From an optimization exercise on the open Yosys and OpenROAD flow, aimed at small area, a short achievable clock period and few clock cycles per item; shortcuts taken in it are not production practice. At most, simulation tests tie the RTL to the original design; equivalence was not proved. No functional check of the RTL was part of runs 2 and 3. No activity file was given, so power comes from the tool's default toggle rates.

File: flow/design.v
`default_nettype none
module aes_tmi_byte
(
    input  wire [7:0] i,
    output wire [7:0] o
);
    wire t1 = i[4] ^ i[5];
    wire t2 = i[1] ^ i[2];
    wire t3 = i[7] ^ t2;
    assign o[0] = t1;
    wire t4 = i[0] ^ i[1];
    assign o[1] = i[5] ^ t4;
    assign o[2] = i[1] ^ t1;
    wire t5 = i[0] ^ i[4];
    assign o[3] = t2 ^ t5;
    assign o[4] = t3;
    wire t6 = i[0] ^ i[6];
    assign o[5] = t1 ^ t6;
    wire t7 = i[3] ^ t1;
    assign o[6] = t3 ^ t7;
    assign o[7] = i[6] ^ t3;
endmodule
module aes_mt_byte
(
    input  wire [7:0] i,
    output wire [7:0] o
);
    wire t1 = i[4] ^ i[7];
    wire t2 = i[1] ^ i[2];
    wire t3 = i[5] ^ t1;
    wire t4 = i[0] ^ t3;
    assign o[0] = t4;
    assign o[1] = i[0] ^ i[2];
    wire t5 = i[0] ^ i[1];
    assign o[2] = i[3] ^ t5;
    wire t6 = i[0] ^ i[4];
    assign o[3] = i[6] ^ t6;
    assign o[4] = t2 ^ t4;
    assign o[5] = t2 ^ t3;
    assign o[6] = t1;
    wire t7 = i[3] ^ i[4];
    assign o[7] = t2 ^ t7;
endmodule
module aes_g_byte
(
    input  wire [7:0] i,
    output wire [7:0] o
);
    wire t1 = i[5] ^ i[7];
    wire t2 = i[2] ^ i[3];
    wire t3 = i[4] ^ i[6];
    wire t4 = i[1] ^ i[5];
    wire t5 = t1 ^ t2;
    wire t6 = i[0] ^ t3;
    assign o[0] = t5 ^ t6;
    assign o[1] = i[7];
    assign o[2] = i[4] ^ t1;
    wire t7 = i[3] ^ i[6];
    assign o[3] = t4 ^ t7;
    wire t8 = i[7] ^ t2;
    assign o[4] = t3 ^ t8;
    assign o[5] = t5;
    assign o[6] = t3 ^ t4;
    assign o[7] = t1;
endmodule
module aes_tinv_byte
(
    input  wire [7:0] i,
    output wire [7:0] o
);
    wire t1 = i[4] ^ i[5];
    wire t2 = i[2] ^ i[7];
    wire t3 = i[1] ^ i[7];
    wire t4 = i[3] ^ i[6];
    wire t5 = i[0] ^ i[4];
    assign o[0] = t3 ^ t5;
    assign o[1] = i[6] ^ t1;
    wire t6 = i[2] ^ i[5];
    assign o[2] = t4 ^ t6;
    assign o[3] = t2 ^ t4;
    assign o[4] = t2;
    assign o[5] = t3;
    wire t7 = i[1] ^ i[2];
    assign o[6] = t1 ^ t7;
    assign o[7] = i[1];
endmodule
module aes_lin_col
(
    input  wire [31:0] i,
    output wire [31:0] o
);
    wire t1 = i[3] ^ i[26];
    wire t2 = i[10] ^ i[11];
    wire t3 = i[18] ^ i[27];
    wire t4 = i[0] ^ i[21];
    wire t5 = i[19] ^ i[28];
    wire t6 = i[5] ^ i[16];
    wire t7 = i[2] ^ i[12];
    wire t8 = i[8] ^ i[29];
    wire t9 = i[13] ^ i[24];
    wire t10 = i[4] ^ i[20];
    wire t11 = i[15] ^ i[31];
    wire t12 = i[7] ^ i[23];
    wire t13 = i[6] ^ t2;
    wire t14 = i[30] ^ t7;
    wire t15 = i[22] ^ i[25];
    wire t16 = i[14] ^ i[17];
    wire t17 = i[9] ^ t4;
    wire t18 = i[1] ^ t9;
    wire t19 = t6 ^ t15;
    wire t20 = i[23] ^ t3;
    wire t21 = i[25] ^ t5;
    wire t22 = i[4] ^ t8;
    wire t23 = i[31] ^ t1;
    wire t24 = i[27] ^ t12;
    wire t25 = i[3] ^ t11;
    wire t26 = t10 ^ t17;
    wire t27 = t6 ^ t13;
    wire t28 = i[14] ^ i[22];
    wire t29 = i[0] ^ i[20];
    wire t30 = i[11] ^ i[17];
    wire t31 = i[1] ^ i[2];
    wire t32 = i[6] ^ i[14];
    wire t33 = i[26] ^ i[30];
    wire t34 = t3 ^ t16;
    wire t35 = i[2] ^ t1;
    wire t36 = t9 ^ t11;
    wire t37 = i[15] ^ t10;
    wire t38 = i[19] ^ t12;
    wire t39 = i[28] ^ t14;
    wire t40 = i[12] ^ t18;
    wire t41 = t19 ^ t30;
    wire t42 = t14 ^ t29;
    wire t43 = i[8] ^ i[10];
    wire t44 = i[21] ^ i[30];
    wire t45 = i[5] ^ i[22];
    wire t46 = i[10] ^ i[29];
    wire t47 = i[1] ^ i[16];
    wire t48 = i[9] ^ i[22];
    wire t49 = i[9] ^ i[24];
    wire t50 = i[18] ^ i[20];
    wire t51 = t1 ^ t16;
    wire t52 = i[6] ^ t4;
    wire t53 = i[8] ^ t3;
    wire t54 = i[7] ^ t5;
    wire t55 = t1 ^ t28;
    wire t56 = i[16] ^ t5;
    wire t57 = t2 ^ t8;
    wire t58 = i[15] ^ t2;
    wire t59 = i[26] ^ t24;
    wire t60 = t8 ^ t18;
    wire t61 = t22 ^ t31;
    wire t62 = t21 ^ t32;
    wire t63 = t13 ^ t17;
    wire t64 = t15 ^ t52;
    wire t65 = i[17] ^ t13;
    wire t66 = t6 ^ t38;
    wire t67 = t20 ^ t23;
    wire t68 = i[10] ^ t19;
    wire t69 = i[19] ^ t25;
    wire t70 = i[7] ^ t27;
    wire t71 = t42 ^ t54;
    wire t72 = t27 ^ t40;
    wire t73 = i[12] ^ t11;
    wire t74 = t3 ^ t73;
    assign o[0] = t62 ^ t74;
    wire t75 = i[0] ^ i[24];
    wire t76 = i[4] ^ t7;
    wire t77 = t75 ^ t76;
    wire t78 = t41 ^ t59;
    assign o[1] = t77 ^ t78;
    wire t79 = t33 ^ t43;
    wire t80 = t5 ^ t20;
    wire t81 = t37 ^ t79;
    wire t82 = t64 ^ t80;
    assign o[2] = t81 ^ t82;
    wire t83 = i[5] ^ t33;
    wire t84 = t34 ^ t36;
    assign o[3] = t83 ^ t84;
    wire t85 = i[14] ^ i[21];
    wire t86 = i[2] ^ t85;
    wire t87 = t21 ^ t37;
    wire t88 = t53 ^ t86;
    wire t89 = t87 ^ t88;
    assign o[4] = t70 ^ t89;
    wire t90 = i[18] ^ i[3];
    wire t91 = t90 ^ t37;
    wire t92 = t39 ^ t41;
    wire t93 = t60 ^ t91;
    assign o[5] = t92 ^ t93;
    wire t94 = i[30] ^ t4;
    wire t95 = t18 ^ t21;
    wire t96 = t24 ^ t35;
    wire t97 = t58 ^ t94;
    wire t98 = t95 ^ t96;
    assign o[6] = t97 ^ t98;
    wire t99 = i[13] ^ i[9];
    wire t100 = t99 ^ t14;
    wire t101 = t22 ^ t25;
    wire t102 = t100 ^ t101;
    assign o[7] = t68 ^ t102;
    wire t103 = i[1] ^ t10;
    wire t104 = t103 ^ t24;
    assign o[8] = t55 ^ t104;
    wire t105 = i[25] ^ t43;
    wire t106 = t105 ^ t18;
    wire t107 = t106 ^ t42;
    assign o[9] = t69 ^ t107;
    wire t108 = t32 ^ t47;
    wire t109 = t108 ^ t22;
    wire t110 = t109 ^ t39;
    assign o[10] = t67 ^ t110;
    wire t111 = i[13] ^ t12;
    wire t112 = t111 ^ t35;
    assign o[11] = t112 ^ t64;
    wire t113 = i[15] ^ i[4];
    wire t114 = t113 ^ t46;
    wire t115 = t114 ^ t20;
    wire t116 = t55 ^ t56;
    wire t117 = t115 ^ t116;
    assign o[12] = t40 ^ t117;
    wire t118 = i[23] ^ t33;
    wire t119 = t118 ^ t21;
    wire t120 = t119 ^ t26;
    assign o[13] = t120 ^ t72;
    wire t121 = t20 ^ t61;
    wire t122 = t63 ^ t69;
    assign o[14] = t121 ^ t122;
    wire t123 = i[17] ^ t12;
    wire t124 = t44 ^ t50;
    wire t125 = t123 ^ t124;
    assign o[15] = t125 ^ t72;
    wire t126 = i[11] ^ t48;
    wire t127 = t126 ^ t25;
    assign o[16] = t127 ^ t39;
    wire t128 = i[20] ^ i[28];
    wire t129 = t12 ^ t128;
    wire t130 = t47 ^ t129;
    wire t131 = t53 ^ t130;
    assign o[17] = t63 ^ t131;
    wire t132 = t10 ^ t28;
    wire t133 = t49 ^ t7;
    wire t134 = t132 ^ t133;
    wire t135 = t23 ^ t134;
    assign o[18] = t135 ^ t70;
    wire t136 = i[14] ^ t11;
    wire t137 = t31 ^ t44;
    wire t138 = t136 ^ t137;
    assign o[19] = t57 ^ t138;
    wire t139 = i[11] ^ i[24];
    wire t140 = t139 ^ t45;
    wire t141 = t14 ^ t140;
    wire t142 = t141 ^ t26;
    assign o[20] = t67 ^ t142;
    wire t143 = i[31] ^ i[6];
    wire t144 = t143 ^ t5;
    wire t145 = t7 ^ t144;
    wire t146 = t34 ^ t145;
    wire t147 = t26 ^ t60;
    assign o[21] = t146 ^ t147;
    wire t148 = i[12] ^ i[9];
    wire t149 = t148 ^ t23;
    wire t150 = t34 ^ t57;
    wire t151 = t149 ^ t150;
    assign o[22] = t66 ^ t151;
    wire t152 = i[26] ^ i[29];
    wire t153 = t152 ^ t50;
    wire t154 = t153 ^ t17;
    wire t155 = t36 ^ t154;
    assign o[23] = t62 ^ t155;
    wire t156 = i[30] ^ t10;
    wire t157 = t156 ^ t38;
    assign o[24] = t157 ^ t65;
    wire t158 = i[18] ^ t11;
    wire t159 = t49 ^ t158;
    wire t160 = t22 ^ t51;
    wire t161 = t56 ^ t159;
    assign o[25] = t160 ^ t161;
    wire t162 = i[18] ^ i[22];
    wire t163 = t16 ^ t162;
    wire t164 = t9 ^ t163;
    wire t165 = t58 ^ t164;
    assign o[26] = t165 ^ t71;
    wire t166 = i[18] ^ i[6];
    wire t167 = t166 ^ t46;
    wire t168 = t48 ^ t167;
    assign o[27] = t168 ^ t66;
    wire t169 = i[13] ^ t8;
    wire t170 = t169 ^ t23;
    wire t171 = t170 ^ t65;
    assign o[28] = t171 ^ t71;
    wire t172 = i[12] ^ i[27];
    wire t173 = i[28] ^ i[7];
    wire t174 = t172 ^ t173;
    wire t175 = t8 ^ t174;
    wire t176 = t51 ^ t175;
    wire t177 = t26 ^ t68;
    assign o[29] = t176 ^ t177;
    wire t178 = i[19] ^ i[20];
    wire t179 = i[7] ^ t178;
    wire t180 = t3 ^ t179;
    wire t181 = t35 ^ t36;
    wire t182 = t180 ^ t181;
    assign o[30] = t41 ^ t182;
    wire t183 = i[28] ^ t16;
    wire t184 = t4 ^ t45;
    wire t185 = t183 ^ t184;
    wire t186 = t185 ^ t59;
    assign o[31] = t61 ^ t186;
endmodule
module aes_norm_byte
(
    input  wire [7:0] z,
    output wire [3:0] d
);
    wire n9 = z[0] ^ z[2];
    wire n10 = z[6] ^ n9;
    wire n11 = z[7] ^ n10;
    wire n12 = z[2] ^ z[4];
    wire n13 = z[5] ^ n12;
    wire n14 = z[1] ^ z[3];
    wire n15 = z[5] ^ n14;
    wire n16 = z[6] ^ n15;
    wire n17 = z[3] ^ z[4];
    wire n18 = z[5] ^ n17;
    wire n19 = z[6] ^ n18;
    wire n20 = z[0] & z[4];
    wire n21 = z[1] & z[4];
    wire n22 = z[0] & z[5];
    wire n23 = n21 ^ n22;
    wire n24 = z[2] & z[4];
    wire n25 = z[1] & z[5];
    wire n26 = z[0] & z[6];
    wire n27 = n24 ^ n25;
    wire n28 = n26 ^ n27;
    wire n29 = z[3] & z[4];
    wire n30 = z[2] & z[5];
    wire n31 = z[1] & z[6];
    wire n32 = z[0] & z[7];
    wire n33 = n29 ^ n30;
    wire n34 = n31 ^ n32;
    wire n35 = n33 ^ n34;
    wire n36 = z[3] & z[5];
    wire n37 = z[2] & z[6];
    wire n38 = z[1] & z[7];
    wire n39 = n36 ^ n37;
    wire n40 = n38 ^ n39;
    wire n41 = z[3] & z[6];
    wire n42 = z[2] & z[7];
    wire n43 = n41 ^ n42;
    wire n44 = z[3] & z[7];
    wire n45 = n20 ^ n40;
    wire n46 = n23 ^ n43;
    wire n47 = n40 ^ n46;
    wire n48 = n28 ^ n44;
    wire n49 = n43 ^ n48;
    wire n50 = n35 ^ n44;
    wire n51 = n11 ^ n45;
    wire n52 = n13 ^ n47;
    wire n53 = n16 ^ n49;
    wire n54 = n19 ^ n50;
    assign d[0] = n51;
    assign d[1] = n52;
    assign d[2] = n53;
    assign d[3] = n54;
endmodule
module aes_s1_byte
(
    input  wire [7:0] z,
    input  wire [3:0] d,
    output wire [7:0] o
);
    wire [3:0] th;
    assign th[0] = (d == 4'd1) | (d == 4'd2) | (d == 4'd4) | (d == 4'd5) | (d == 4'd6) | (d == 4'd8) | (d == 4'd11) | (d == 4'd14);
    assign th[1] = (d == 4'd3) | (d == 4'd5) | (d == 4'd6) | (d == 4'd7) | (d == 4'd8) | (d == 4'd9) | (d == 4'd12) | (d == 4'd14);
    assign th[2] = (d == 4'd3) | (d == 4'd4) | (d == 4'd6) | (d == 4'd7) | (d == 4'd8) | (d == 4'd10) | (d == 4'd11) | (d == 4'd13);
    assign th[3] = (d == 4'd2) | (d == 4'd3) | (d == 4'd4) | (d == 4'd5) | (d == 4'd8) | (d == 4'd10) | (d == 4'd12) | (d == 4'd15);
    wire m12 = th[0] & z[0];
    wire m13 = th[1] & z[0];
    wire m14 = th[0] & z[1];
    wire m15 = m13 ^ m14;
    wire m16 = th[2] & z[0];
    wire m17 = th[1] & z[1];
    wire m18 = th[0] & z[2];
    wire m19 = m16 ^ m17;
    wire m20 = m18 ^ m19;
    wire m21 = th[3] & z[0];
    wire m22 = th[2] & z[1];
    wire m23 = th[1] & z[2];
    wire m24 = th[0] & z[3];
    wire m25 = m21 ^ m22;
    wire m26 = m23 ^ m24;
    wire m27 = m25 ^ m26;
    wire m28 = th[3] & z[1];
    wire m29 = th[2] & z[2];
    wire m30 = th[1] & z[3];
    wire m31 = m28 ^ m29;
    wire m32 = m30 ^ m31;
    wire m33 = th[3] & z[2];
    wire m34 = th[2] & z[3];
    wire m35 = m33 ^ m34;
    wire m36 = th[3] & z[3];
    wire m37 = m12 ^ m32;
    wire m38 = m15 ^ m35;
    wire m39 = m32 ^ m38;
    wire m40 = m20 ^ m36;
    wire m41 = m35 ^ m40;
    wire m42 = m27 ^ m36;
    wire m43 = th[0] & z[4];
    wire m44 = th[1] & z[4];
    wire m45 = th[0] & z[5];
    wire m46 = m44 ^ m45;
    wire m47 = th[2] & z[4];
    wire m48 = th[1] & z[5];
    wire m49 = th[0] & z[6];
    wire m50 = m47 ^ m48;
    wire m51 = m49 ^ m50;
    wire m52 = th[3] & z[4];
    wire m53 = th[2] & z[5];
    wire m54 = th[1] & z[6];
    wire m55 = th[0] & z[7];
    wire m56 = m52 ^ m53;
    wire m57 = m54 ^ m55;
    wire m58 = m56 ^ m57;
    wire m59 = th[3] & z[5];
    wire m60 = th[2] & z[6];
    wire m61 = th[1] & z[7];
    wire m62 = m59 ^ m60;
    wire m63 = m61 ^ m62;
    wire m64 = th[3] & z[6];
    wire m65 = th[2] & z[7];
    wire m66 = m64 ^ m65;
    wire m67 = th[3] & z[7];
    wire m68 = m43 ^ m63;
    wire m69 = m46 ^ m66;
    wire m70 = m63 ^ m69;
    wire m71 = m51 ^ m67;
    wire m72 = m66 ^ m71;
    wire m73 = m58 ^ m67;
    assign o[0] = m37;
    assign o[1] = m39;
    assign o[2] = m41;
    assign o[3] = m42;
    assign o[4] = m68;
    assign o[5] = m70;
    assign o[6] = m72;
    assign o[7] = m73;
endmodule
module aes_inv_s1
(
    input  wire [127:0] x,
    input  wire [63:0]  d,
    input  wire [127:0] kg,
    output wire [127:0] a
);
    wire [127:0] q;
    aes_s1_byte u_0_0 (.z(x[127:120]), .d(d[63:60]), .o(q[127:120]));
    aes_s1_byte u_0_1 (.z(x[119:112]), .d(d[59:56]), .o(q[119:112]));
    aes_s1_byte u_0_2 (.z(x[111:104]), .d(d[55:52]), .o(q[111:104]));
    aes_s1_byte u_0_3 (.z(x[103:96]), .d(d[51:48]), .o(q[103:96]));
    aes_s1_byte u_1_0 (.z(x[95:88]), .d(d[47:44]), .o(q[95:88]));
    aes_s1_byte u_1_1 (.z(x[87:80]), .d(d[43:40]), .o(q[87:80]));
    aes_s1_byte u_1_2 (.z(x[79:72]), .d(d[39:36]), .o(q[79:72]));
    aes_s1_byte u_1_3 (.z(x[71:64]), .d(d[35:32]), .o(q[71:64]));
    aes_s1_byte u_2_0 (.z(x[63:56]), .d(d[31:28]), .o(q[63:56]));
    aes_s1_byte u_2_1 (.z(x[55:48]), .d(d[27:24]), .o(q[55:48]));
    aes_s1_byte u_2_2 (.z(x[47:40]), .d(d[23:20]), .o(q[47:40]));
    aes_s1_byte u_2_3 (.z(x[39:32]), .d(d[19:16]), .o(q[39:32]));
    aes_s1_byte u_3_0 (.z(x[31:24]), .d(d[15:12]), .o(q[31:24]));
    aes_s1_byte u_3_1 (.z(x[23:16]), .d(d[11:8]), .o(q[23:16]));
    aes_s1_byte u_3_2 (.z(x[15:8]), .d(d[7:4]), .o(q[15:8]));
    aes_s1_byte u_3_3 (.z(x[7:0]), .d(d[3:0]), .o(q[7:0]));
    assign a = q ^ kg;
endmodule
module aes_norms
(
    input  wire [127:0] x,
    output wire [63:0]  d
);
    aes_norm_byte n_0_0 (.z(x[127:120]), .d(d[63:60]));
    aes_norm_byte n_0_1 (.z(x[119:112]), .d(d[59:56]));
    aes_norm_byte n_0_2 (.z(x[111:104]), .d(d[55:52]));
    aes_norm_byte n_0_3 (.z(x[103:96]), .d(d[51:48]));
    aes_norm_byte n_1_0 (.z(x[95:88]), .d(d[47:44]));
    aes_norm_byte n_1_1 (.z(x[87:80]), .d(d[43:40]));
    aes_norm_byte n_1_2 (.z(x[79:72]), .d(d[39:36]));
    aes_norm_byte n_1_3 (.z(x[71:64]), .d(d[35:32]));
    aes_norm_byte n_2_0 (.z(x[63:56]), .d(d[31:28]));
    aes_norm_byte n_2_1 (.z(x[55:48]), .d(d[27:24]));
    aes_norm_byte n_2_2 (.z(x[47:40]), .d(d[23:20]));
    aes_norm_byte n_2_3 (.z(x[39:32]), .d(d[19:16]));
    aes_norm_byte n_3_0 (.z(x[31:24]), .d(d[15:12]));
    aes_norm_byte n_3_1 (.z(x[23:16]), .d(d[11:8]));
    aes_norm_byte n_3_2 (.z(x[15:8]), .d(d[7:4]));
    aes_norm_byte n_3_3 (.z(x[7:0]), .d(d[3:0]));
endmodule
module aes_inv_s2
(
    input  wire [127:0] a,
    output wire [127:0] y
);
    wire [127:0] v;
    aes_lin_col l_0 (.i({a[103:96], a[111:104], a[119:112], a[127:120]}), .o({v[103:96], v[111:104], v[119:112], v[127:120]}));
    aes_lin_col l_1 (.i({a[71:64], a[79:72], a[87:80], a[95:88]}), .o({v[71:64], v[79:72], v[87:80], v[95:88]}));
    aes_lin_col l_2 (.i({a[39:32], a[47:40], a[55:48], a[63:56]}), .o({v[39:32], v[47:40], v[55:48], v[63:56]}));
    aes_lin_col l_3 (.i({a[7:0], a[15:8], a[23:16], a[31:24]}), .o({v[7:0], v[15:8], v[23:16], v[31:24]}));
    assign y[127:120] = v[127:120];
    assign y[119:112] = v[23:16];
    assign y[111:104] = v[47:40];
    assign y[103:96] = v[71:64];
    assign y[95:88] = v[95:88];
    assign y[87:80] = v[119:112];
    assign y[79:72] = v[15:8];
    assign y[71:64] = v[39:32];
    assign y[63:56] = v[63:56];
    assign y[55:48] = v[87:80];
    assign y[47:40] = v[111:104];
    assign y[39:32] = v[7:0];
    assign y[31:24] = v[31:24];
    assign y[23:16] = v[55:48];
    assign y[15:8] = v[79:72];
    assign y[7:0] = v[103:96];
endmodule
module aes_z0
(
    input  wire [127:0] ct,
    input  wire [127:0] k10,
    output wire [127:0] z
);
    assign z[127:120] = ct[127:120] ^ k10[127:120];
    assign z[119:112] = ct[23:16] ^ k10[23:16];
    assign z[111:104] = ct[47:40] ^ k10[47:40];
    assign z[103:96] = ct[71:64] ^ k10[71:64];
    assign z[95:88] = ct[95:88] ^ k10[95:88];
    assign z[87:80] = ct[119:112] ^ k10[119:112];
    assign z[79:72] = ct[15:8] ^ k10[15:8];
    assign z[71:64] = ct[39:32] ^ k10[39:32];
    assign z[63:56] = ct[63:56] ^ k10[63:56];
    assign z[55:48] = ct[87:80] ^ k10[87:80];
    assign z[47:40] = ct[111:104] ^ k10[111:104];
    assign z[39:32] = ct[7:0] ^ k10[7:0];
    assign z[31:24] = ct[31:24] ^ k10[31:24];
    assign z[23:16] = ct[55:48] ^ k10[55:48];
    assign z[15:8] = ct[79:72] ^ k10[79:72];
    assign z[7:0] = ct[103:96] ^ k10[103:96];
endmodule
module aes_tmi_word
(
    input  wire [31:0] i,
    output wire [31:0] o
);
    aes_tmi_byte b0 (.i(i[31:24]), .o(o[31:24]));
    aes_tmi_byte b1 (.i(i[23:16]), .o(o[23:16]));
    aes_tmi_byte b2 (.i(i[15:8]), .o(o[15:8]));
    aes_tmi_byte b3 (.i(i[7:0]), .o(o[7:0]));
endmodule
module aes_mt_word
(
    input  wire [31:0] i,
    output wire [31:0] o
);
    aes_mt_byte b0 (.i(i[31:24]), .o(o[31:24]));
    aes_mt_byte b1 (.i(i[23:16]), .o(o[23:16]));
    aes_mt_byte b2 (.i(i[15:8]), .o(o[15:8]));
    aes_mt_byte b3 (.i(i[7:0]), .o(o[7:0]));
endmodule
module aes_g_word
(
    input  wire [31:0] i,
    output wire [31:0] o
);
    aes_g_byte b0 (.i(i[31:24]), .o(o[31:24]));
    aes_g_byte b1 (.i(i[23:16]), .o(o[23:16]));
    aes_g_byte b2 (.i(i[15:8]), .o(o[15:8]));
    aes_g_byte b3 (.i(i[7:0]), .o(o[7:0]));
endmodule
module aes_tinv_word
(
    input  wire [31:0] i,
    output wire [31:0] o
);
    aes_tinv_byte b0 (.i(i[31:24]), .o(o[31:24]));
    aes_tinv_byte b1 (.i(i[23:16]), .o(o[23:16]));
    aes_tinv_byte b2 (.i(i[15:8]), .o(o[15:8]));
    aes_tinv_byte b3 (.i(i[7:0]), .o(o[7:0]));
endmodule
module aes_kc_word
(
    output wire [31:0] o
);
    assign o = 32'hfdfdfdfd;
endmodule
module aes_c63_word
(
    output wire [31:0] o
);
    assign o = {4{8'h33}};
endmodule
`default_nettype wire
`default_nettype none
module aes_round_key_store
(
    input  logic         clk,
    input  logic         key_we,
    input  logic [5:0]   key_addr,
    input  logic [31:0]  key_wdata,
    input  logic [31:0]  wdata_z,      
    input  logic [9:0]   round_sel,    
    output logic [127:0] round_key,    
    output logic [127:0] last_key      
);
    logic [31:0] mem [44];
    logic [31:0] wdata_g;
    logic [31:0] c63;
    logic [31:0] kc;
    logic        pend_q;
    logic [5:0]  pend_addr_q;
    logic [31:0] pend_data_q;
    aes_g_word i_g (
        .i (pend_data_q),
        .o (wdata_g)
    );
    aes_kc_word i_kc (
        .o (kc)
    );
    aes_c63_word i_c63 (
        .o (c63)
    );
    always_ff @(posedge clk)
    begin
        pend_q      <= key_we && (key_addr < 6'd40);
        pend_addr_q <= key_addr;
        pend_data_q <= key_wdata;
    end
    always_ff @(posedge clk)
    begin
        for (int i = 0; i < 44; i++)
        begin
            if (i >= 40)
            begin
                if (key_we && (key_addr == 6'(i)))
                begin
                    mem[i] <= wdata_z ^ c63;
                end
            end
            else if (pend_q && (pend_addr_q == 6'(i)))
            begin
                mem[i] <= (i >= 4) ? (wdata_g ^ kc) : wdata_g;
            end
        end
    end
    assign last_key = {mem[40], mem[41], mem[42], mem[43]};
    always_comb
    begin
        round_key = '0;
        for (int r = 0; r < 10; r++)
        begin
            if (round_sel[r])
            begin
                round_key = round_key | {mem[4 * r], mem[4 * r + 1], mem[4 * r + 2], mem[4 * r + 3]};
            end
        end
    end
endmodule
`default_nettype wire
`default_nettype none
module aes_dec_regs
(
    input  logic         clk,
    input  logic         reset,
    input  logic [11:0]  paddr,
    input  logic         psel,
    input  logic         penable,
    input  logic         pwrite,
    input  logic [31:0]  pwdata,
    output logic [31:0]  prdata,
    output logic         pready,
    output logic         pslverr,
    input  logic         fin,         
    input  logic [127:0] plaintext,   
    output logic         key_we,
    output logic [5:0]   key_addr,
    output logic [31:0]  key_wdata,
    output logic         start,
    output logic [31:0]  wdata_z,     
    output logic [127:0] ciphertext   
);
    logic        busy;
    logic        done;
    logic        busy_n;
    logic        done_n;
    logic        key_hit;
    logic        din_hit;
    logic        ctrl_hit;
    logic        stat_hit;
    logic        dout_hit;
    logic        err_n;
    logic [31:0] rd_n;
    logic [31:0] prdata_q;
    logic        err_q;
    logic        wr_q;       
    logic        key_q;
    logic        din_q;
    logic        ctrl_q;
    logic [5:0]  widx_q;
    logic        we;
    logic [31:0] ct_word;
    logic [31:0] pt_word;
    logic [31:0] ct_std;
    logic [31:0] pt_std;
    assign busy_n = busy && !fin;
    assign done_n = done || fin;
    assign key_hit  = (paddr < 12'h0b0);
    assign din_hit  = (paddr[11:4] == 8'h10);
    assign ctrl_hit = (paddr[11:2] == 10'h044);
    assign stat_hit = (paddr[11:2] == 10'h045);
    assign dout_hit = (paddr[11:4] == 8'h12);
    assign err_n = !(key_hit || din_hit || ctrl_hit || stat_hit || dout_hit)
                   || (pwrite && busy_n && (key_hit || din_hit || ctrl_hit))
                   || (pwrite && (stat_hit || dout_hit));
    assign ct_word = ciphertext[127 - 32 * paddr[3:2] -: 32];
    assign pt_word = plaintext[127 - 32 * paddr[3:2] -: 32];
    aes_mt_word i_ct_back (
        .i (ct_word),
        .o (ct_std)
    );
    aes_tinv_word i_pt_back (
        .i (pt_word),
        .o (pt_std)
    );
    aes_tmi_word i_wdata_z (
        .i (pwdata),
        .o (wdata_z)
    );
    always_comb
    begin
        rd_n = '0;  
        if (stat_hit)
        begin
            rd_n = {30'd0, done_n, busy_n};
        end
        else if (din_hit)
        begin
            rd_n = ct_std;
        end
        else if (dout_hit)
        begin
            rd_n = pt_std;
        end
    end
    always_ff @(posedge clk)
    begin
        prdata_q <= rd_n;
        err_q    <= err_n;
        wr_q     <= psel && !penable && pwrite && !err_n;
        key_q    <= key_hit;
        din_q    <= din_hit;
        ctrl_q   <= ctrl_hit;
        widx_q   <= paddr[7:2];
    end
    assign prdata  = prdata_q;
    assign pslverr = err_q;
    assign pready  = 1'b1;  
    assign we        = wr_q;  
    assign key_we    = we && key_q;
    assign key_addr  = widx_q;
    assign key_wdata = pwdata;
    assign start     = we && ctrl_q && pwdata[0];
    always_ff @(posedge clk)
    begin
        for (int w = 0; w < 4; w++)
        begin
            if (we && din_q && (widx_q[1:0] == 2'(w)))
            begin
                ciphertext[127 - 32 * w -: 32] <= wdata_z;
            end
        end
    end
    always_ff @(posedge clk)
    begin
        if (reset)
        begin
            busy <= 1'b0;
            done <= 1'b0;
        end
        else if (start)
        begin
            busy <= 1'b1;
            done <= 1'b0;
        end
        else if (fin)
        begin
            busy <= 1'b0;
            done <= 1'b1;
        end
    end
endmodule
`default_nettype wire
`default_nettype none
module aes_dec_engine
(
    input  logic         clk,
    input  logic         reset,
    input  logic         start,
    input  logic [127:0] ciphertext,
    input  logic [127:0] last_key,
    input  logic [127:0] round_key,
    output logic [9:0]   round_sel,   
    output logic         fin,         
    output logic [127:0] plaintext
);
    logic         run;
    logic         ph;        
    logic [9:0]   rsel;      
    logic         pend_q;
    logic         z_ok_q;    
    logic         go;
    logic         fin_q;     
    logic [127:0] state_q;
    logic [63:0]  norm_q;    
    logic [127:0] state_d;
    logic [63:0]  norm_d;
    logic [127:0] a_q;
    logic [127:0] z0;
    logic [127:0] s1_out;
    logic [127:0] s2_out;
    assign round_sel = rsel;
    assign plaintext = a_q;
    aes_z0 i_z0 (
        .ct  (ciphertext),
        .k10 (last_key),
        .z   (z0)
    );
    aes_inv_s1 i_s1 (
        .x  (state_q),
        .d  (norm_q),
        .kg (round_key),
        .a  (s1_out)
    );
    aes_inv_s2 i_s2 (
        .a (a_q),
        .y (s2_out)
    );
    assign go  = (start || pend_q) && z_ok_q && !run;
    assign fin = fin_q;
    assign state_d = run ? s2_out : z0;
    aes_norms i_norms (
        .x (state_d),
        .d (norm_d)
    );
    always_ff @(posedge clk)
    begin
        state_q <= state_d;
        norm_q  <= norm_d;
        if (go || (run && !ph))
        begin
            a_q <= s1_out;
        end
    end
    always_ff @(posedge clk)
    begin
        if (reset)
        begin
            run    <= 1'b0;
            ph     <= 1'b0;
            rsel   <= 10'b10_0000_0000;
            pend_q <= 1'b0;
            z_ok_q <= 1'b0;
            fin_q  <= 1'b0;
        end
        else
        begin
            pend_q <= (start || pend_q) && !go;
            fin_q  <= run && !ph && rsel[0];
            z_ok_q <= !run;
            if (go)
            begin
                run  <= 1'b1;
                ph   <= 1'b1;
                rsel <= 10'b01_0000_0000;
            end
            else if (run)
            begin
                ph <= !ph;
                if (!ph)
                begin
                    if (rsel[0])
                    begin
                        run  <= 1'b0;
                        rsel <= 10'b10_0000_0000;
                    end
                    else
                    begin
                        rsel <= rsel >> 1;
                    end
                end
            end
        end
    end
endmodule
`default_nettype wire
`default_nettype none
module aes_dec_top
(
    input  logic        clk,
    input  logic        reset,
    input  logic [11:0] paddr,
    input  logic        psel,
    input  logic        penable,
    input  logic        pwrite,
    input  logic [31:0] pwdata,
    output logic [31:0] prdata,
    output logic        pready,
    output logic        pslverr
);
    logic         key_we;
    logic [5:0]   key_addr;
    logic [31:0]  key_wdata;
    logic         start;
    logic         fin;
    logic [127:0] ciphertext;
    logic [127:0] plaintext;
    logic [127:0] round_key;
    logic [127:0] last_key;
    logic [31:0]  wdata_z;
    logic [9:0]   round_sel;
    aes_dec_regs i_aes_dec_regs (
        .clk        (clk),
        .reset      (reset),
        .paddr      (paddr),
        .psel       (psel),
        .penable    (penable),
        .pwrite     (pwrite),
        .pwdata     (pwdata),
        .prdata     (prdata),
        .pready     (pready),
        .pslverr    (pslverr),
        .fin        (fin),
        .plaintext  (plaintext),
        .key_we     (key_we),
        .key_addr   (key_addr),
        .key_wdata  (key_wdata),
        .start      (start),
        .wdata_z    (wdata_z),
        .ciphertext (ciphertext)
    );
    aes_round_key_store i_aes_round_key_store (
        .clk       (clk),
        .key_we    (key_we),
        .key_addr  (key_addr),
        .key_wdata (key_wdata),
        .wdata_z   (wdata_z),
        .round_sel (round_sel),
        .round_key (round_key),
        .last_key  (last_key)
    );
    aes_dec_engine i_aes_dec_engine (
        .clk        (clk),
        .reset      (reset),
        .start      (start),
        .ciphertext (ciphertext),
        .last_key   (last_key),
        .round_key  (round_key),
        .round_sel  (round_sel),
        .fin        (fin),
        .plaintext  (plaintext)
    );
endmodule
`default_nettype wire
File: flow/flow/run.sh
#!/bin/bash
# The standard layout (standard.sh, its synthesis unchanged) with two changes to how the layout
# is made: the port buffers are buf_2 cells, and timing repair works until the setup slack reaches
# SETUP_SLACK_MARGIN, well above zero at the 10 ns clock. The tools' output goes to standard.log.
set -euo pipefail
export SETUP_SLACK_MARGIN=7.0
export BUFFER_PORTS_ARGS="-buffer_cell sky130_fd_sc_hd__buf_2"
bash standard.sh > standard.log 2>&1
File: flow/standard.sh
#!/bin/bash
# synth_recipe.tcl (not shown) runs the flow's synth.tcl, then flattens the netlist and writes it again
# the make line also repeats each setting of config.mk as NAME=value (left out here)
make -C /OpenROAD-flow-scripts/flow DESIGN_CONFIG=/design/flow/config.mk WORK_HOME=/design/flow/orfs CLKGATE_MAP_FILE= SYNTH_SCRIPT=/design/flow/synth_recipe.tcl "${@:-finish}"
File: flow/config.mk
export PLATFORM = sky130hd
export DESIGN_NAME = aes_dec_top
export DESIGN_NICKNAME = aes_dec_top
export VERILOG_FILES = /design/flow/design.v
export SDC_FILE = /design/flow/constraint.sdc
export NUM_CORES = 8
export LEC_CHECK = 0
export CAP_MARGIN = 20
export CORE_MARGIN = 2
export CORE_UTILIZATION = 40
export CTS_CLUSTER_DIAMETER = 100
export CTS_CLUSTER_SIZE = 25
export SLEW_MARGIN = 20
export TNS_END_PERCENT = 5
File: flow/constraint.sdc
create_clock -name core_clock -period 10.0 [get_ports {clk}]
set_input_delay 2.0000 -clock core_clock [delete_from_list [all_inputs] [get_ports {clk}]]
set_output_delay 2.0000 -clock core_clock [all_outputs]
set_load 0.01 [all_outputs]
==> impl_metrics.csv, run 1 <==
group,metric,value,unit
synthesis,synth_top_cell_area_share,53.2,%
pwr,p_leak,38.0,nW
layout,syn2layout_area_growth,17.2,%
worst_setup_path,start_kind,"primary input",
routing,drc,0,
status,status,"timing/DRC/antenna clean",
synthesis,synth_nets,7066,
timing,fmax,303,MHz
timing,rsz0062_at_grt,"true",
clock_network,insertion_delay,790,ps
flow_run,drv_cap,0,
timing,tightest_slew,1190,ps
routing,viasPerCell,5.84,
routing,drt_iter0_drc,8377,
worst_setup_path,arrival,3990,ps
timing,hold_viol_final,0,
synthesis,synth_flop_cell,"edfxtp_1",
routing,wl,330000,microns
die,die_w,489,microns
synthesis,synth_top_area_cell,"edfxtp_1",
timing,clock_skew,39.9,ps
synthesis,syn_area_per_cell,13.4,sq um
timing,relSlewSlack,20.1,%
layout,fin_nets,7470,
die,fp.dieArea,239000,sq um
die,initial_core_util,40.3,%
placement,port_buffers,79,
grt,grt_overflow,0,
worst_setup_path,endpoint_kind,"register",
die,coreArea,233000,sq um
clock_network,cts_tree,"done",
die,die_y,489,microns
routing,vias,61800,
worst_setup_path,critPathKind,"in2reg",
synthesis,ys_top_cells_by_area,"edfxtp_1 53%, xnor2_1 12%, dfxtp_1 6.2%",
pwr,peakVddDrop,0.121,mV
clock_network,cts_sinks,1955,
routing,ant_nets,0,
timing,slew_violations,0,
min_path,hp-class,"reg2reg",
layout,final_core_util,47.2,%
die,io_pins,83,
grt,grt_max_degree,105,
synthesis,synth-edff-count,1664,
synthesis,synthArstFlopShare,0,%
clock_network,cts_inserted_buffers,91,
pwr,p_per_area,129,nW/um^2
synthesis,netlist_instances,6985,
grt,grt_pass1_wl,435000,microns
synthesis,yosysMostFrequentCell,"edfxtp_1",
grt,antenna_found_initial,15,
routing,first_pass_iters,6,
timing,tns,0,ps
placement,gp_congestion,0.973,
layout,nFillCells,20200,
timing,setup_viol,0,
worst_setup_path,worstPathRequired,10690,ps
timing,period_needed,3300,ps
synthesis,synth-seq-cells,1955,
synthesis,ys_types,74,
synthesis,synthTopCellsByCount,"1664 x edfxtp_1, 1235 x xnor2_1, 661 x nand2_1",
synthesis,ys_seq_area_share,59.4,%
clock_network,h-tree-depth,3,
layout,drive_above_1_share,19.3,%
die,rows,177,
worst_setup_path,crit_path_max_fanout,15,
timing,period_share,33.0,%
clock_network,path_clk_slew,100,ps
routing,detail_route.wl_per_cell,31.2,microns
placement,dp_hpwl,200000,microns
synthesis,netlist_area,93900,sq um
grt,grt_util_all_layers,25.8,%
grt,grt_pass1_vias,55900,
synthesis,ys_warn_count,4,
clock_network,cts_root_buf,"clkbuf_16",
clock_network,cts_buffer_depth,3,
-- path summary, 6_finish.rpt --
kind / end / startpoint / slack [ps] / depth (start not counted)
hold / removal: i_aes_round_key_store.pend_addr_q[2] / i_aes_dec_regs.widx_q[2] / 370 / 0
setup reg to reg: i_aes_round_key_store.mem[25][13] / i_aes_round_key_store.pend_addr_q[5] / 6730 / 5
hold reg to reg: i_aes_round_key_store.pend_addr_q[2] / i_aes_dec_regs.widx_q[2] / 370 / 0
setup / recovery: i_aes_dec_regs.prdata_q[8] / paddr[9] / 6700 / 7
-- layout make-up --
cell class | count | area, sq um | share of cell area [%]
sequential | 1955 | 55900 | 50.8
multi-input combinational | 4507 | 40000 | 36.4
timing repair buffer | 704 | 6940 | 6.31
tap | 3132 | 3920 | 3.56
clock buffer | 145 | 2500 | 2.27
inverter | 123 | 498 | 0.453
clock inverter | 15 | 224 | 0.204
timing repair inverter | 7 | 45.0 | 0.0409
antenna | 6 | 15.0 | 0.0136
-- per-stage QoR --
step | instances | power, mW | cell area (sq um) | setup slack [ps] | hold WS [ps]
floorplan | 6985 | 9.66 | 94000 | 6090 | 332
CTS | 10300 | 14.2 | 105000 | 6680 | 374
global route | 10600 | 14.6 | 110000 | 6670 | 379
global placement | 9901 | 9.91 | 98000 | 4810 | 361
finish | 10600 | 14.2 | 110000 | 6700 | 371
detailed placement | 9901 | 9.94 | 98000 | 4840 | 356
-- routing by layer --
layer  global-route usage [%]  vias up  wire length [microns]
li1                         -    26100                      -
met1                     36.8    31400                 133000
met2                     37.9     3666                 144000
met3                     5.24      665                  35200
met4                     11.1        8                  18300
met5                        0        -                    120
-- what timing repair did --
item | in CTS | in global routing
resized for setup | 299 | 395
setup buffers | 262 | 238
pin swaps | 68 | 193
cloned | 9 | 14
setup endpoints to repair | 791 | 779
hold buffers | 0 | 0
-- logic make-up (layout without fill, tap and decap cells) --
family | after synthesis | in the layout | share of synthesized area [%]
DFF | 1955 | 1955 | 59.4
xor gates and xnor gates | 1911 | 1911 | 20.9
and+or+nand+nor | 1227 | 1227 | 5.72
AOI/OAI and AO/OA | 1224 | 1224 | 9.22
buffers and inverters | 523 | 994 | 2.23
muxes | 112 | 112 | 2.11
adders and majority gates | 32 | 32 | 0.426
other | 1 | 7 | 0.00399
-- power by group --
| group | switching (mW) | leakage, nW | internal (mW) |
|---|---|---|---|
| clock network | 2.62 | 1.30 | 1.78 |
| logic | 0.532 | 19.3 | 0.158 |
| registers | 0.0150 | 17.4 | 9.12 |
| total | 3.17 | 38.0 | 11.1 |
-- sequential cells by signal (all words and copies together) (netlist names), 6 cells and up --
register and count:
i_aes_round_key_store.mem 1408, i_aes_dec_regs.prdata_q 32, i_aes_dec_regs.ciphertext 128, i_aes_dec_engine.norm_q 64, i_aes_dec_engine.state_q 128, i_aes_dec_engine.a_q 128, i_aes_dec_regs.widx_q 6, i_aes_dec_engine.rsel 10
i_aes_round_key_store.pend_data_q 32, i_aes_round_key_store.pend_addr_q 6
-- placed cells by master, fill, tap and decap left out, drive strengths merged, types with 133 or more instances in the layout --
cell type	netlist	layout
nand2	662	662
clkbuf	264	157
a221oi	133	133
dfxtp	291	291
xnor2	1248	1248
xor2	468	468
a22oi	436	436
edfxtp	1664	1664
a21oi	138	138
nor2	262	262
buf	136	688
o21ai	233	233
xnor3	164	164
-- worst max-delay path, cell delays in order --
cell and delay (ps):
buf_2 90, or3_4 390, or4b_4 600, nor2_2 190
and2_2 470, nand2_1 120, o21ai_0 110
Testbench counts, summed over its fixed seeds: cycles 7,296, blocks 192.
==> run 2: changes to the inputs <==
--- a/flow/design.v
+++ b/flow/design.v
@@ -607,6 +607,7 @@
     input  logic [31:0]  wdata_z,      
     input  logic [9:0]   round_sel,    
     output logic [127:0] round_key,    
+    output logic         key_landing,  
     output logic [127:0] last_key      
 );
     logic [31:0] mem [44];
@@ -649,6 +650,7 @@
             end
         end
     end
+    assign key_landing = pend_q;
     assign last_key = {mem[40], mem[41], mem[42], mem[43]};
     always_comb
     begin
@@ -805,6 +807,7 @@
     input  logic [127:0] ciphertext,
     input  logic [127:0] last_key,
     input  logic [127:0] round_key,
+    input  logic         key_landing,
     output logic [9:0]   round_sel,   
     output logic         fin,         
     output logic [127:0] plaintext
@@ -815,12 +818,12 @@
     logic         pend_q;
     logic         z_ok_q;    
     logic         go;
-    logic         fin_q;     
     logic [127:0] state_q;
     logic [63:0]  norm_q;    
     logic [127:0] state_d;
     logic [63:0]  norm_d;
     logic [127:0] a_q;
+    logic [127:0] kreg_q;    
     logic [127:0] z0;
     logic [127:0] s1_out;
     logic [127:0] s2_out;
@@ -834,7 +837,7 @@
     aes_inv_s1 i_s1 (
         .x  (state_q),
         .d  (norm_q),
-        .kg (round_key),
+        .kg (kreg_q),
         .a  (s1_out)
     );
     aes_inv_s2 i_s2 (
@@ -842,7 +845,7 @@
         .y (s2_out)
     );
     assign go  = (start || pend_q) && z_ok_q && !run;
-    assign fin = fin_q;
+    assign fin = run && ph && rsel[0];
     assign state_d = run ? s2_out : z0;
     aes_norms i_norms (
         .x (state_d),
@@ -850,6 +853,7 @@
     );
     always_ff @(posedge clk)
     begin
+        kreg_q  <= round_key;
         state_q <= state_d;
         norm_q  <= norm_d;
         if (go || (run && !ph))
@@ -866,13 +870,11 @@
             rsel   <= 10'b10_0000_0000;
             pend_q <= 1'b0;
             z_ok_q <= 1'b0;
-            fin_q  <= 1'b0;
         end
         else
         begin
             pend_q <= (start || pend_q) && !go;
-            fin_q  <= run && !ph && rsel[0];
-            z_ok_q <= !run;
+            z_ok_q <= !run && !key_landing;  
             if (go)
             begin
                 run  <= 1'b1;
@@ -921,6 +923,7 @@
     logic [127:0] ciphertext;
     logic [127:0] plaintext;
     logic [127:0] round_key;
+    logic         key_landing;
     logic [127:0] last_key;
     logic [31:0]  wdata_z;
     logic [9:0]   round_sel;
@@ -952,6 +955,7 @@
         .wdata_z   (wdata_z),
         .round_sel (round_sel),
         .round_key (round_key),
+        .key_landing (key_landing),
         .last_key  (last_key)
     );
     aes_dec_engine i_aes_dec_engine (
@@ -961,6 +965,7 @@
         .ciphertext (ciphertext),
         .last_key   (last_key),
         .round_key  (round_key),
+        .key_landing (key_landing),
         .round_sel  (round_sel),
         .fin        (fin),
         .plaintext  (plaintext)
==> impl_metrics.csv, run 2 <==
group,metric,value,unit
status,status,"timing/DRC/antenna clean",
synthesis,synth_top_cell_area_share,51.6,%
clock_network,h-tree-depth,3,
synthesis,ys_types,81,
flow_run,drv_cap,0,
clock_network,cts_sinks,2082,
placement,port_buffers,79,
synthesis,netlist_instances,7118,
worst_setup_path,arrival,4100,ps
layout,syn2layout_area_growth,14.1,%
timing,tightest_slew,1090,ps
grt,grt_overflow,0,
grt,antenna_found_initial,19,
layout,fin_cells,10700,
synthesis,yosysMostFrequentCell,"edfxtp_1",
worst_setup_path,crit_path_max_fanout,8,
pwr,swShare,22.3,%
placement,dp_hpwl,200000,microns
synthesis,ys_warn_count,4,
clock_network,path_clk_slew,110,ps
timing,hold_viol_final,0,
layout,drive_above_1_share,17.0,%
pwr,power_frac_comb,4.9,%
grt,grt_pass1_vias,57500,
pwr,p_per_area,137,nW/um^2
die,io_pins,83,
routing,first_pass_iters,7,
timing,clock_skew,75.2,ps
layout,top_register,"i_aes_round_key_store.mem",
die,die_w,496,microns
routing,ant_nets,0,
synthesis,synth_top_area_cell,"edfxtp_1",
routing,detail_route.wl_per_cell,29.8,microns
timing,setup_viol,0,
placement,gp_congestion,0.984,
layout,fin_nets,7501,
layout,largest_register_ffs,1408,
min_path,hp-class,"reg2reg",
synthesis,netlist_area,96900,sq um
die,coreArea,241000,sq um
routing,wl,319000,microns
routing,drc,0,
synthesis,synth_flop_cell,"edfxtp_1",
pwr,p_leak,38.6,nW
worst_setup_path,start_kind,"register",
pwr,power,15.1,mW
clock_network,cts_inserted_buffers,98,
clock_network,holdBufCountCts,0,
timing,period_needed,3430,ps
placement,dpl_cell_area,101000,sq um
pwr,p_seq_share,63.7,%
clock_network,insertion_delay,810,ps
layout,layout_common_cells,"1664 x edfxtp_1, 1084 x xnor2_1, 582 x nand2_1",
timing,tns,0,ps
layout,nFillCells,20900,
synthesis,synthArstFlopShare,0,%
synthesis,ys_seq_area_share,60.2,%
timing,slew_violations,0,
timing,rsz0062_at_grt,"true",
pwr,pwr-share-clk,31.4,%
placement,place_inst,10100,
timing,fmax,291,MHz
synthesis,synthTopCellsByCount,"1664 x edfxtp_1, 1219 x xnor2_1, 585 x nand2_1",
worst_setup_path,critPathKind,"reg2reg",
clock_network,cts_buffer_depth,3,
worst_setup_path,worstPathRequired,10670,ps
clock_network,cts_tree,"done",
pwr,p_switching,3.38,mW
routing,vias,61600,
synthesis,ys_top_cells_by_area,"edfxtp_1 52%, xnor2_1 11%, dfxtp_1 8.6%",
pwr,p_int,11.8,mW
grt,grt_max_degree,106,
grt,grt_util_all_layers,25.4,%
die,initial_core_util,40.2,%
die,die_y,496,microns
die,rows,180,
layout,final_core_util,45.9,%
layout,final_common_cell,"edfxtp_1",
die,fp.dieArea,246000,sq um
synthesis,synth_nets,7199,
worst_setup_path,endpoint_kind,"register",
grt,grt_pass1_wl,443000,microns
synthesis,synth-edff-count,1664,
routing,drt_iter0_drc,8277,
synthesis,syn_area_per_cell,13.6,sq um
synthesis,synth-seq-cells,2082,
clock_network,cts_root_buf,"clkbuf_16",
timing,relSlewSlack,27.2,%
timing,period_share,34.3,%
pwr,peakVddDrop,0.150,mV
layout,fin_area,111000,sq um
routing,viasPerCell,5.76,
## run 2: timing repair
item / CTS / global route
endpoints found under the setup margin: 544 / 929
buffers inserted: 321 / 51
gates cloned: 15 / 2
resized for setup: 391 / 83
pin swaps: 117 / 31
## run 2: logic make-up (layout without fill, tap and decap cells)
group / Yosys count / count (layout) / synth area share, %
buffers and inverters: 550 / 930 / 2.37
flip-flops: 2082 / 2082 / 60.2
AND/OR/NAND/NOR: 1227 / 1232 / 5.56
adder cells (fa/ha/maj): 32 / 32 / 0.413
multiplexers: 140 / 140 / 2.33
XOR/XNOR: 1892 / 1892 / 20.2
other: 1 / 10 / 0.00387
AO/OA/AOI/OAI: 1194 / 1194 / 8.90
## run 2: metal layers
metal  up-vias  wire (microns)  global-route usage, %
li1      26400               -                      -
met1     31400          131000                   35.7
met2      3269          141000                   38.3
met3       569           30900                   4.69
met4         2           16500                   11.2
met5         -              10                      0
## run 2: path summary, 6_finish.rpt
path	to	cells after the start	slack (ps)	startpoint
max	i_aes_dec_engine.norm_q[34]	9	6570	i_aes_dec_engine.a_q[51]
min	i_aes_round_key_store.pend_addr_q[3]	0	380	i_aes_dec_regs.widx_q[3]
max reg2reg	i_aes_dec_engine.norm_q[34]	9	6570	i_aes_dec_engine.a_q[51]
min reg2reg	i_aes_round_key_store.pend_addr_q[3]	0	380	i_aes_dec_regs.widx_q[3]
## run 2: worst max-delay path, stage by stage (launching register included)
cell      delay, ps
edfxtp_1        520
xnor3_2         530
buf_4           180
xnor2_1         160
xnor2_2         770
o21bai_2        330
a21oi_1         210
o22ai_1          90
a222oi_1        360
xnor2_1         130
## run 2: cell type report
type                       instances  area [sq um]  share of cell area [%]
timing repair buffer             587          5230                    4.73
sequential                      2082         58400                    52.8
clock inverter                    16           285                   0.258
inverter                         158           611                   0.552
timing repair inverter             2          12.5                  0.0113
tap                             3185          3990                    3.61
clock buffer                     167          2750                    2.49
multi-input combinational       4491         39200                    35.5
antenna                            9          22.5                  0.0204
## run 2: per-stage QoR
step / hold WS, ps / setup WS, ps
floorplan: 332 / 6030
global placement: 355 / 4660
detailed placement: 355 / 4610
CTS: 374 / 6620
global route: 380 / 6560
finish: 376 / 6570
## run 2: power groups by stage
stage	Sequential (mW)	Combinational, mW	Clock (mW)
final	9.64	0.743	4.75
after CTS	9.64	0.725	4.81
after global placement	9.84	0.639	0
after detailed placement	9.84	0.664	0
after floorplan	9.83	0.355	0
after global routing	9.64	0.795	5.09
==> run 3: changes to the inputs <==
--- a/flow/design.v
+++ b/flow/design.v
@@ -684,6 +684,7 @@
     output logic [5:0]   key_addr,
     output logic [31:0]  key_wdata,
     output logic         start,
+    output logic         ctrl_wr,     
     output logic [31:0]  wdata_z,     
     output logic [127:0] ciphertext   
 );
@@ -767,7 +768,8 @@
     assign key_we    = we && key_q;
     assign key_addr  = widx_q;
     assign key_wdata = pwdata;
-    assign start     = we && ctrl_q && pwdata[0];
+    assign ctrl_wr   = we && ctrl_q;
+    assign start     = ctrl_wr && pwdata[0];
     always_ff @(posedge clk)
     begin
         for (int w = 0; w < 4; w++)
@@ -804,6 +806,8 @@
     input  logic         clk,
     input  logic         reset,
     input  logic         start,
+    input  logic         ctrl_wr,     
+    input  logic         start_bit,
     input  logic [127:0] ciphertext,
     input  logic [127:0] last_key,
     input  logic [127:0] round_key,
@@ -818,6 +822,8 @@
     logic         pend_q;
     logic         z_ok_q;    
     logic         go;
+    logic         rdy;
+    logic         a_en;
     logic [127:0] state_q;
     logic [63:0]  norm_q;    
     logic [127:0] state_d;
@@ -844,7 +850,9 @@
         .a (a_q),
         .y (s2_out)
     );
-    assign go  = (start || pend_q) && z_ok_q && !run;
+    assign rdy = z_ok_q && !run;
+    assign go  = (start || pend_q) && rdy;
+    assign a_en = (start_bit && (ctrl_wr && rdy)) || ((pend_q && rdy) || (run && !ph));
     assign fin = run && ph && rsel[0];
     assign state_d = run ? s2_out : z0;
     aes_norms i_norms (
@@ -856,7 +864,7 @@
         kreg_q  <= round_key;
         state_q <= state_d;
         norm_q  <= norm_d;
-        if (go || (run && !ph))
+        if (a_en)
         begin
             a_q <= s1_out;
         end
@@ -919,6 +927,7 @@
     logic [5:0]   key_addr;
     logic [31:0]  key_wdata;
     logic         start;
+    logic         ctrl_wr;
     logic         fin;
     logic [127:0] ciphertext;
     logic [127:0] plaintext;
@@ -944,6 +953,7 @@
         .key_addr   (key_addr),
         .key_wdata  (key_wdata),
         .start      (start),
+        .ctrl_wr    (ctrl_wr),
         .wdata_z    (wdata_z),
         .ciphertext (ciphertext)
     );
@@ -962,6 +972,8 @@
         .clk        (clk),
         .reset      (reset),
         .start      (start),
+        .ctrl_wr    (ctrl_wr),
+        .start_bit  (pwdata[0]),
         .ciphertext (ciphertext),
         .last_key   (last_key),
         .round_key  (round_key),
==> impl_metrics.csv, run 3 <==
group,metric,value,unit
synthesis,synth_compound_area_share,8.91,%
synthesis,ys_warn_count,4,
min_path,hp-class,"reg2reg",
grt,grt_max_degree,99,
timing,fmax,294,MHz
clock_network,cts_tree,"done",
worst_setup_path,cp_cell_sequence,"buf_6, or3_4, or4b_4, or3_4, buf_12, clkinvlp_4, bufbuf_16, a32o_1",
synthesis,synthSimpleGateAreaFrac,5.47,%
pwr,peakVddDrop,0.137,mV
placement,gp_congestion,0.984,
synthesis,ys_top_cells_by_area,"edfxtp_1 52%, xnor2_1 11%, dfxtp_1 8.6%",
clock_network,cts_buffer_depth,3,
layout,layout_common_cells,"1664 x edfxtp_1, 1107 x xnor2_1, 594 x nand2_1",
routing,ant_nets,0,
synthesis,synth_fa_ha_area_share,0.414,%
grt,antenna_found_initial,23,
clock_network,cts_root_buf,"clkbuf_16",
layout,fin_area,110000,sq um
grt,grt_pass1_wl,435000,microns
worst_setup_path,cpMaxStageDelayCell,"or4b_4",
routing,wl_met3,26600,microns
synthesis,synth_top_family_by_area,"XOR/XNOR gates",
synthesis,synth-xor-area-share,20.2,%
pwr,power,15.3,mW
die,fp.dieArea,246000,sq um
timing,tns,0,ps
synthesis,synth-seq-cells,2082,
layout,syn2layout_area_growth,13.9,%
layout,final_core_util,45.8,%
worst_setup_path,critPathKind,"in2reg",
timing,period_share,34.0,%
clock_network,h-tree-depth,3,
timing,tightest_slew,1100,ps
layout,largest_register_ffs,1408,
synthesis,synthMuxAreaShare,2.42,%
synthesis,synthTopCellsByCount,"1664 x edfxtp_1, 1214 x xnor2_1, 601 x nand2_1",
routing,drc,0,
status,status,"timing/DRC/antenna clean",
synthesis,synth_nets,7143,
grt,grt_overflow,0,
synthesis,syn_area_per_cell,13.7,sq um
synthesis,synth_top_cell_area_share,51.6,%
flow_run,drv_cap,0,
placement,dpl_cell_area,101000,sq um
placement,dp_slack,4630,ps
clock_network,cts_inserted_buffers,99,
routing,vias,60400,
routing,drt_iter0_drc,7505,
clock_network,insertion_delay,800,ps
layout,final_common_cell,"edfxtp_1",
die,die_y,496,microns
timing,rsz0062_at_grt,"true",
grt,grt_pass1_vias,57200,
synthesis,yosysMostFrequentCell,"edfxtp_1",
timing,hold_viol_final,0,
routing,wl,311000,microns
synthesis,netlist_area,96800,sq um
die,die_w,496,microns
die,initial_core_util,40.2,%
clock_network,cts_sinks,2082,
worst_setup_path,path_common_cell,"or3_4",
synthesis,ys_types,80,
timing,setup_slack,6600,ps
clock_network,path_clk_slew,100,ps
routing,m1WireLength,130000,microns
synthesis,synthArstFlopShare,0,%
synthesis,synth_top_area_cell,"edfxtp_1",
worst_setup_path,endpoint_kind,"register",
placement,port_buffers,79,
pwr,p_leak,38.5,nW
synthesis,ys_seq_area_share,60.3,%
routing,detail_route.wl_per_cell,29.2,microns
grt,grt_util_all_layers,24.8,%
layout,nFillCells,21200,
timing,slew_violations,0,
layout,fin_nets,7457,
synthesis,synth_flop_cell,"edfxtp_1",
placement,dp_hpwl,201000,microns
routing,first_pass_iters,6,
worst_setup_path,cpPeakStageDelay,520,ps
timing,clock_skew,35.7,ps
layout,top_register,"i_aes_round_key_store.mem",
routing,wl_met2,140000,microns
synthesis,synth-edff-count,1664,
worst_setup_path,start_kind,"primary input",
routing,routed.top_layer,"met5",
worst_setup_path,worstPathRequired,10720,ps
die,io_pins,83,
timing,setup_viol,0,
worst_setup_path,crit_path_max_fanout,5,
pwr,p_per_area,138,nW/um^2
die,coreArea,241000,sq um
layout,drive_above_1_share,16.8,%
synthesis,netlist_instances,7062,
worst_setup_path,arrival,4130,ps
routing,viasPerCell,5.66,
timing,relSlewSlack,26.6,%
die,rows,180,
timing,period_needed,3400,ps
-- run 3: changes by cell type after synthesis, moves of 14 or more --
cell | previous run | this run
o22ai_1 | 7 | 29
a211oi_1 | 38 | 14
xor3_1 | 26 | 40
xor2_1 | 450 | 428
nand2_1 | 585 | 601
nor2_1 | 337 | 271
o21a_1 | 22 | 6
-- run 3: cell families (layout without fill, tap and decap cells) --
group,after synthesis,after routing
flops,2082,2082
fa+ha+maj,32,32
xor+xnor,1873,1873
mux,144,144
simple gates,1190,1190
buf+inv,551,951
other cells,1,13
compound gates,1189,1189
-- run 3: per-layer routing --
| layer | vias to the layer above | global-route usage [%] |
|---|---|---|
| li1 | 26200 | - |
| met1 | 30900 | 35.0 |
| met2 | 2803 | 38.2 |
| met3 | 462 | 3.69 |
| met4 | 8 | 10.3 |
| met5 | - | 0 |
-- run 3: per-stage QoR --
step | hold WS [ps] | cells
2_1_floorplan | 332 | 7062
3_3_place_gp | 385 | 10100
3_5_place_dp | 389 | 10100
4_1_cts | 406 | 10600
5_1_grt | 406 | 10700
6_report | 403 | 10700
-- run 3: path summary, 6_finish.rpt --
| check | endpoint | from | slack [ps] | depth (start not counted) |
|---|---|---|---|---|
| max | i_aes_dec_regs.prdata_q[10] | paddr[9] | 6600 | 8 |
| min | i_aes_round_key_store.pend_addr_q[5] | i_aes_dec_regs.widx_q[5] | 400 | 0 |
| max reg2reg | i_aes_dec_engine.norm_q[5] | i_aes_dec_engine.a_q[90] | 6610 | 11 |
| min reg2reg | i_aes_round_key_store.pend_addr_q[5] | i_aes_dec_regs.widx_q[5] | 400 | 0 |
-- run 3: worst max-delay path: cells and delay by family --
family                 cells  cell delay, ps
AND/OR/NAND/NOR            3            1270
buffers and inverters      4             720
AO/OA/AOI/OAI              1             120
-- run 3: cell type report --
| class | count | area (sq um) | share of cell area, % |
|---|---|---|---|
| sequential | 2082 | 58400 | 53.0 |
| inverter | 163 | 637 | 0.578 |
| timing repair buffer | 597 | 5200 | 4.72 |
| clock inverter | 18 | 370 | 0.336 |
| clock buffer | 169 | 2820 | 2.55 |
| tap | 3185 | 3990 | 3.61 |
| timing repair inverter | 4 | 25.0 | 0.0227 |
| antenna | 12 | 30.0 | 0.0272 |
| multi-input combinational | 4429 | 38800 | 35.2 |
-- run 3: repair_timing --
item | in CTS | in global routing
cloned | 9 | 4
setup buffers | 339 | 16
hold buffers | 0 | 0
resized for setup | 379 | 48
setup endpoints to repair | 496 | 756
pin swaps | 147 | 8
-- run 3: power breakdown --
group / internal [mW] / switching (mW)
logic: 0.184 / 0.556
registers: 9.62 / 0.0126
clock network: 2.06 / 2.83
total: 11.9 / 3.40
==> run 4: changes to the inputs <==
--- a/flow/design.v
+++ b/flow/design.v
@@ -607,7 +607,6 @@
     input  logic [31:0]  wdata_z,      
     input  logic [9:0]   round_sel,    
     output logic [127:0] round_key,    
-    output logic         key_landing,  
     output logic [127:0] last_key      
 );
     logic [31:0] mem [44];
@@ -650,7 +649,6 @@
             end
         end
     end
-    assign key_landing = pend_q;
     assign last_key = {mem[40], mem[41], mem[42], mem[43]};
     always_comb
     begin
@@ -811,7 +809,6 @@
     input  logic [127:0] ciphertext,
     input  logic [127:0] last_key,
     input  logic [127:0] round_key,
-    input  logic         key_landing,
     output logic [9:0]   round_sel,   
     output logic         fin,         
     output logic [127:0] plaintext
@@ -829,7 +826,6 @@
     logic [127:0] state_d;
     logic [63:0]  norm_d;
     logic [127:0] a_q;
-    logic [127:0] kreg_q;    
     logic [127:0] z0;
     logic [127:0] s1_out;
     logic [127:0] s2_out;
@@ -843,7 +839,7 @@
     aes_inv_s1 i_s1 (
         .x  (state_q),
         .d  (norm_q),
-        .kg (kreg_q),
+        .kg (round_key),
         .a  (s1_out)
     );
     aes_inv_s2 i_s2 (
@@ -861,7 +857,6 @@
     );
     always_ff @(posedge clk)
     begin
-        kreg_q  <= round_key;
         state_q <= state_d;
         norm_q  <= norm_d;
         if (a_en)
@@ -882,7 +877,7 @@
         else
         begin
             pend_q <= (start || pend_q) && !go;
-            z_ok_q <= !run && !key_landing;  
+            z_ok_q <= !run;
             if (go)
             begin
                 run  <= 1'b1;
@@ -932,7 +927,6 @@
     logic [127:0] ciphertext;
     logic [127:0] plaintext;
     logic [127:0] round_key;
-    logic         key_landing;
     logic [127:0] last_key;
     logic [31:0]  wdata_z;
     logic [9:0]   round_sel;
@@ -965,7 +959,6 @@
         .wdata_z   (wdata_z),
         .round_sel (round_sel),
         .round_key (round_key),
-        .key_landing (key_landing),
         .last_key  (last_key)
     );
     aes_dec_engine i_aes_dec_engine (
@@ -977,7 +970,6 @@
         .ciphertext (ciphertext),
         .last_key   (last_key),
         .round_key  (round_key),
-        .key_landing (key_landing),
         .round_sel  (round_sel),
         .fin        (fin),
         .plaintext  (plaintext)
==> impl_metrics.csv, run 4 <==
group,metric,value,unit
status,status,"timing/DRC/antenna clean",
timing,tightest_slew,1210,ps
layout,fin_nets,7447,
synthesis,ys_top_cells_by_area,"edfxtp_1 53%, xnor2_1 13%, dfxtp_1 6.2%",
die,io_pins,83,
timing,slew_violations,0,
worst_setup_path,cp_num_buf_inv,1,
timing,relSlewSlack,19.5,%
grt,antenna_found_initial,16,
min_path,hp-class,"reg2reg",
timing,period_needed,3360,ps
pwr,peakVddDrop,0.121,mV
synthesis,synth-seq-cells,1954,
routing,first_pass_iters,5,
die,fp.dieArea,239000,sq um
pwr,p_per_area,133,nW/um^2
worst_setup_path,crit_family,"flip-flops",
layout,top_register,"i_aes_round_key_store.mem",
synthesis,synth_top_area_cell,"edfxtp_1",
placement,gp_congestion,0.928,
pwr,p_leak,36.3,nW
routing,detail_route.wl_per_cell,30.0,microns
routing,drc,0,
layout,fin_cells,10600,
grt,grt_overflow,0,
clock_network,cts_root_buf,"clkbuf_16",
die,die_y,489,microns
routing,viasPerCell,5.71,
grt,grt_pass1_vias,56000,
synthesis,synthTopCellsByCount,"1664 x edfxtp_1, 1356 x xnor2_1, 621 x nand2_1",
timing,tns,0,ps
synthesis,netlist_area,94000,sq um
timing,clock_skew,58.9,ps
worst_setup_path,endpoint_kind,"output pin",
die,die_w,489,microns
synthesis,synth_top_cell_area_share,53.2,%
clock_network,h-tree-depth,3,
synthesis,yosysMostFrequentCell,"edfxtp_1",
synthesis,synth-edff-count,1664,
synthesis,synth_nets,7130,
clock_network,insertion_delay,810,ps
layout,layout_common_cells,"1664 x edfxtp_1, 1249 x xnor2_1, 618 x nand2_1",
worst_setup_path,r2r_slack,6690,ps
synthesis,ys_warn_count,4,
worst_setup_path,cpMaxStageDelayCell,"dfxtp_4",
worst_setup_path,critPathKind,"reg2out",
synthesis,ys_seq_area_share,59.3,%
placement,place_inst,9999,
synthesis,syn_area_per_cell,13.3,sq um
grt,grt_max_degree,85,
layout,nFillCells,20500,
placement,dp_hpwl,198000,microns
timing,hold_viol_final,0,
pwr,power,14.4,mW
synthesis,synth_flop_cell,"edfxtp_1",
flow_run,drv_cap,0,
grt,grt_util_all_layers,25.3,%
die,initial_core_util,40.3,%
layout,largest_register_ffs,1408,
synthesis,synthArstFlopShare,0,%
clock_network,cts_sinks,1954,
timing,timing.hold.ws,385,ps
clock_network,cts_tree,"done",
worst_setup_path,start_kind,"register",
layout,final_common_cell,"edfxtp_1",
placement,port_buffers,79,
worst_setup_path,crit_path_max_fanout,1,
routing,drt_iter0_drc,7526,
timing,rsz0062_at_grt,"true",
clock_network,holdBufCountCts,0,
routing,ant_nets,0,
grt,grt_pass1_wl,430000,microns
worst_setup_path,worstPathRequired,8000,ps
layout,ff_latch_area,55800,sq um
layout,syn2layout_area_growth,14.5,%
worst_setup_path,arrival,1360,ps
layout,drive_above_1_share,17.0,%
routing,vias,60400,
layout,multi_input_area,38700,sq um
worst_setup_path,cp_cell_sequence,"buf_6",
synthesis,ys_types,83,
timing,fmax,297,MHz
worst_setup_path,cpPeakStageDelay,440,ps
die,rows,177,
clock_network,path_clk_slew,100,ps
timing,setup_viol,0,
clock_network,cts_inserted_buffers,91,
timing,period_share,33.6,%
clock_network,cts_buffer_depth,3,
synthesis,netlist_instances,7049,
die,coreArea,233000,sq um
routing,wl,318000,microns
## run 4: cell count changes after synthesis, sizes merged, moves of 29 or more
cell    change
xnor3      -72
inv        -42
buf        +33
a211oi     +30
xor2       +63
clkbuf     -33
xnor2     +165
nor2       +52
xor3       -29
dfxtp     -128
## run 4: what timing repair did
item / CTS / global route
buffers inserted: 302 / 73
resized for setup: 309 / 114
setup endpoints to repair: 525 / 604
hold endpoints to repair: 0 / 0
pin swaps: 82 / 37
gates cloned: 11 / 15
## run 4: cells by family (layout without fill, tap and decap cells)
group,count (synthesis),count (layout),share of synthesized area [%]
XOR/XNOR,2000,2000,20.8
flip-flops,1954,1954,59.3
AND/OR/NAND/NOR,1246,1250,5.82
AO/OA/AOI/OAI,1193,1193,9.26
buffers and inverters,512,903,2.22
multiplexers,111,111,2.09
adder cells (fa/ha/maj),32,32,0.426
other,1,9,0.00399
## run 4: final timing paths
path | to | depth (start not counted) | from
min | i_aes_round_key_store.pend_addr_q[2] | 0 | i_aes_dec_regs.widx_q[2]
max | prdata[1] | 1 | i_aes_dec_regs.prdata_q[1]
min reg2reg | i_aes_round_key_store.pend_addr_q[2] | 0 | i_aes_dec_regs.widx_q[2]
max reg2reg | i_aes_dec_engine.norm_q[45] | 10 | i_aes_dec_engine.a_q[65]
## run 4: cell type report
type / count / share of cell area, %
clock buffer: 157 / 2.40
timing repair inverter: 4 / 0.0256
sequential: 1954 / 51.9
clock inverter: 14 / 0.206
timing repair buffer: 604 / 5.42
tap: 3132 / 3.64
multi-input combinational: 4587 / 35.9
antenna: 8 / 0.0186
inverter: 124 / 0.459
## run 4: power breakdown
part | switching, mW | leakage, nW | internal [mW]
sequential | 0.0160 | 17.4 | 9.11
clock | 2.64 | 1.33 | 1.82
combinational | 0.576 | 17.6 | 0.194
## run 4: routing by layer
metal / track usage [%] / part of all wire [%] / vias to the layer above
li1: - / - / 26100
met1: 36.3 / 41 / 30700
met2: 38.4 / 44 / 3102
met3: 4.26 / 9.7 / 515
met4: 9.75 / 4.5 / 6
met5: 0 / 0.014 / -
## run 4: metrics by stage
| stage | worst slack (ps) | utilization (%) | cell area (sq um) |
|---|---|---|---|
| final | 6640 | 46.1 | 108000 |
| after global routing | 6610 | 46.1 | 108000 |
| after CTS | 6600 | 45.4 | 106000 |
| after detailed placement | 4680 | 42.1 | 98200 |
| after global placement | 4680 | 42.1 | 98200 |
| after floorplan | 6060 | - | 94000 |
Testbench counts of run 4, summed over its fixed seeds: cycles 6,912, blocks 192.
